Source: an optimization exercise on an open RTL-to-GDS flow (aim: small area, a short achievable clock period and few clock cycles). Production flows keep margins and buffers that such runs may drop.
At most, simulation tests tie the RTL to the original design; equivalence was not proved.
No activity file was given, so power comes from the tool's default toggle rates.

==> flow/design.v (excerpt) <==
module escape_sequence_decoder (
  input  logic        clk,
  input  logic        rst,
  input  logic        chars_valid,
  output logic        chars_ready,
  input  logic [15:0] chars_char_code,
  input  logic        chars_end_of_string,
  output logic        results_valid,
  input  logic        results_ready,
  output logic [1:0]  results_kind,
  output logic [15:0] results_out_char,
  output logic [15:0] results_slice_start,
  output logic [15:0] results_slice_length,
  output logic [2:0]  results_error_code,
  output logic        results_last,
  input  logic        cfg_valid,
  output logic        cfg_ready,
  input  logic        cfg_interpolation_enable
);
Size: ~750 cells after synthesis, ~80 I/O pins, about 7200 µm² of cells after synthesis.
export LEC_CHECK = 0
export CAP_MARGIN = 20
export CORE_MARGIN = 2
export CORE_UTILIZATION = 55
export CTS_BUF_LIST = sky130_fd_sc_hd__clkbuf_4 sky130_fd_sc_hd__clkbuf_8
export CTS_CLUSTER_SIZE = 30
export SETUP_SLACK_MARGIN = 4.5
export SLEW_MARGIN = 20
create_clock -name core_clock -period 7.5 [get_ports {clk}]
standard.sh (not shown) runs the stock make flow with config.mk's settings and CLKGATE_MAP_FILE= SYNTH_SCRIPT=/design/flow/synth_recipe.tcl, a recipe that flattens the netlist after the stock synthesis.
==> flow/flow/run.sh <==
#!/bin/bash
# The standard layout, with every port buffered by a plain buffer (buf_4 on outputs and
# inputs) instead of the resizer's default pick, a slow delay cell.
set -euo pipefail
export BUFFER_PORTS_ARGS="-buffer_cell sky130_fd_sc_hd__buf_4"
bash standard.sh > standard.log 2>&1
The starting point ran to the end with no violations.
Testbench counts at the start, summed over its fixed seeds: cycles 30,784.
Change:
--- a/flow/config.mk
+++ b/flow/config.mk
@@ -10 +10 @@
-export CORE_UTILIZATION = 55
+export CORE_UTILIZATION = 65
@@ -13 +13 @@
-export SETUP_SLACK_MARGIN = 4.5
+export SETUP_SLACK_MARGIN = 4.6
What happened: Worst hold slack gains 0.022 ns; routed wire length shrinks by 0.49%; total power grows by 1.5%; non-clock buffer count shrinks by 1; maximum frequency stays flat; global-route usage grows by 4.8 points; setup slack loses 0.0085 ns; via count grows by 1.3%; utilization grows by 11 points; clock-buffer cell count grows by 2.


Setup of old:
Another version of the RTL of escape_sequence_decoder (not shown whole).
Size in the first run: roughly 750 cells after synthesis, ~130 flip-flops, roughly 80 I/O pins, ~7200 sq um of cells after synthesis.
==> flow/config.mk <==
export PLATFORM = sky130hd
export DESIGN_NAME = escape_sequence_decoder
export DESIGN_NICKNAME = escape_sequence_decoder
export VERILOG_FILES = /design/flow/design.v
export SDC_FILE = /design/flow/constraint.sdc
export NUM_CORES = 4
export LEC_CHECK = 0
export CAP_MARGIN = 20
export CORE_MARGIN = 2
export CORE_UTILIZATION = 40
export SETUP_SLACK_MARGIN = 4.5
export SLEW_MARGIN = 20
export SYNTH_HIERARCHICAL = 1
==> flow/constraint.sdc <==
create_clock -name core_clock -period 7.5 [get_ports {clk}]
set_input_delay 1.5000 -clock core_clock [delete_from_list [all_inputs] [get_ports {clk}]]
set_output_delay 1.5000 -clock core_clock [all_outputs]
set_load 0.01 [all_outputs]
Scripts as last shown in full above: flow/flow/run.sh
Here is what was changed in the inputs of new compared with old.
- a change of CORE_UTILIZATION from 40 to 65
- an added CTS_BUF_LIST of sky130_fd_sc_hd__clkbuf_4 sky130_fd_sc_hd__clkbuf_8
- an added CTS_CLUSTER_SIZE of 30
### Flow results
Capture point of the worst path: results_slice_start[1] -> old, results_slice_start[8] -> new. Between new and old, it is new whose core outline area is lower, by 7000 sq um. Compared to old, new has power 0.28 mW lower. Lower sequential share of layout area among old and new: old. Cell area: new vs old down 4.1%. Of new and old, it is new that has the lower placed cell count. From new to old, netlist area before placement did not move at all. Achievable clock frequency in new is 2.4% lower than in old. Lower total via count in the routed design among old and new: old.
Function was not checked in any run of this note: the RTL went through the layout flow alone.


escape_sequence_decoder, a different RTL version from the one above (not shown whole).
Size: ~710 cells after synthesis, roughly 130 flip-flops, roughly 80 I/O pins, about 6900 µm² of cells after synthesis.
==> flow/config.mk <==
export PLATFORM = sky130hd
export DESIGN_NAME = escape_sequence_decoder
export DESIGN_NICKNAME = escape_sequence_decoder
export VERILOG_FILES = /design/flow/design.v
export SDC_FILE = /design/flow/constraint.sdc
export NUM_CORES = 4
export LEC_CHECK = 0
export CAP_MARGIN = 20
export CORE_MARGIN = 2
export CORE_UTILIZATION = 65
export CTS_BUF_LIST = sky130_fd_sc_hd__clkbuf_4 sky130_fd_sc_hd__clkbuf_8
export CTS_CLUSTER_SIZE = 30
export SETUP_SLACK_MARGIN = 4.5
export SLEW_MARGIN = 20
==> flow/constraint.sdc <==
create_clock -name core_clock -period 7.5 [get_ports {clk}]
set_input_delay 1.5000 -clock core_clock [delete_from_list [all_inputs] [get_ports {clk}]]
set_output_delay 1.5000 -clock core_clock [all_outputs]
set_load 0.01 [all_outputs]
==> flow/flow/run.sh <==
#!/bin/bash
# The standard layout, with every port buffered by a plain buffer (buf_2 on outputs and
# inputs) instead of the resizer's default pick, a slow delay cell.
set -euo pipefail
export BUFFER_PORTS_ARGS="-buffer_cell sky130_fd_sc_hd__buf_2"
bash standard.sh > standard.log 2>&1
Testbench counts at the start, summed over its fixed seeds: cycles 30,784.
Then changed:
==> flow/flow/run.sh (replaced) <==
#!/bin/bash
# The standard layout, with every port buffered by a plain buffer (buf_4 on outputs and
# inputs) instead of the resizer's default pick, a slow delay cell.
set -euo pipefail
export BUFFER_PORTS_ARGS="-buffer_cell sky130_fd_sc_hd__buf_4"
bash standard.sh > standard.log 2>&1
CORE_UTILIZATION = 40   (was 65)
CTS_BUF_LIST = default   (was sky130_fd_sc_hd__clkbuf_4 sky130_fd_sc_hd__clkbuf_8)
CTS_CLUSTER_SIZE = default   (was 30)
Worst setup slack is better by 0.033 ns; cell count increases by about 10%; wire length goes up by about 4%; hold slack got worse by 0.019 ns.
Then changed:
CORE_UTILIZATION = 65   (was 40)
CTS_BUF_LIST = sky130_fd_sc_hd__clkbuf_4 sky130_fd_sc_hd__clkbuf_8   (was default)
CTS_CLUSTER_SIZE = 30   (was default)
SETUP_SLACK_MARGIN = 4.9   (was 4.5)
Effect: Global-route usage grows by 12 points; area after synthesis stays the same; via count goes up by 10%.
Then changed:
SETUP_SLACK_MARGIN = 4.7   (was 4.9)
After rerunning: Clock-buffer cell count rose by 2. Via count falls by 2.6%. Fmax falls by 1.6%. Design area decreases by 3.2%. Worst setup slack is worse by 0.047 ns.

separate check: timing with driven ports:
The flow's constraints put no driver on any port. The routed layouts listed below were extracted and timed again, unchanged, in two steps.
Step 1 (the two cells are an assumption about what drives the block):
set clk [get_ports {clk}]
set_driving_cell -lib_cell sky130_fd_sc_hd__clkbuf_16 $clk
set_driving_cell -lib_cell sky130_fd_sc_hd__buf_2 [delete_from_list [all_inputs] $clk]
Step 2 times the ports against the registers' clock, not the clock port: input delays grow and output delays shrink by t, the midpoint of the rising clock arrivals with the driver on.
Slacks: ideal / step 1 / step 2; pairs: ideal / step 1.
run | t, ns | setup slack, ns | hold WS [ns] | worst slew at a driven data input, ns
the first run of note 1 | 0.486 | 4.616 / 4.580 / 4.239 | 0.479 / 0.479 / 0.479 | 0.04
the second run of note 1 | 0.482 | 4.607 / 4.569 / 4.179 | 0.501 / 0.501 / 0.501 | 0.03
old | 0.456 | 4.658 / 4.618 / 4.420 | 0.487 / 0.487 / 0.487 | 0.04
new | 0.473 | 4.589 / 4.555 / 4.377 | 0.482 / 0.482 / 0.482 | 0.04
the first run of note 3 | 0.487 | 4.545 / 4.549 / 4.063 | 0.487 / 0.487 / 0.487 | 0.03
the second run of note 3 | 0.452 | 4.578 / 4.540 / 4.207 | 0.469 / 0.469 / 0.469 | 0.03
the third run of note 3 | 0.477 | 4.648 / 4.614 / 4.349 | 0.482 / 0.482 / 0.482 | 0.04
the fourth run of note 3 | 0.481 | 4.601 / 4.566 / 4.285 | 0.489 / 0.489 / 0.489 | 0.06
After both steps every run listed still meets setup and hold. The setup slack of the first run of note 3, which loses most, moves by +0.004 ns with the drivers and by -0.482 ns with both steps.
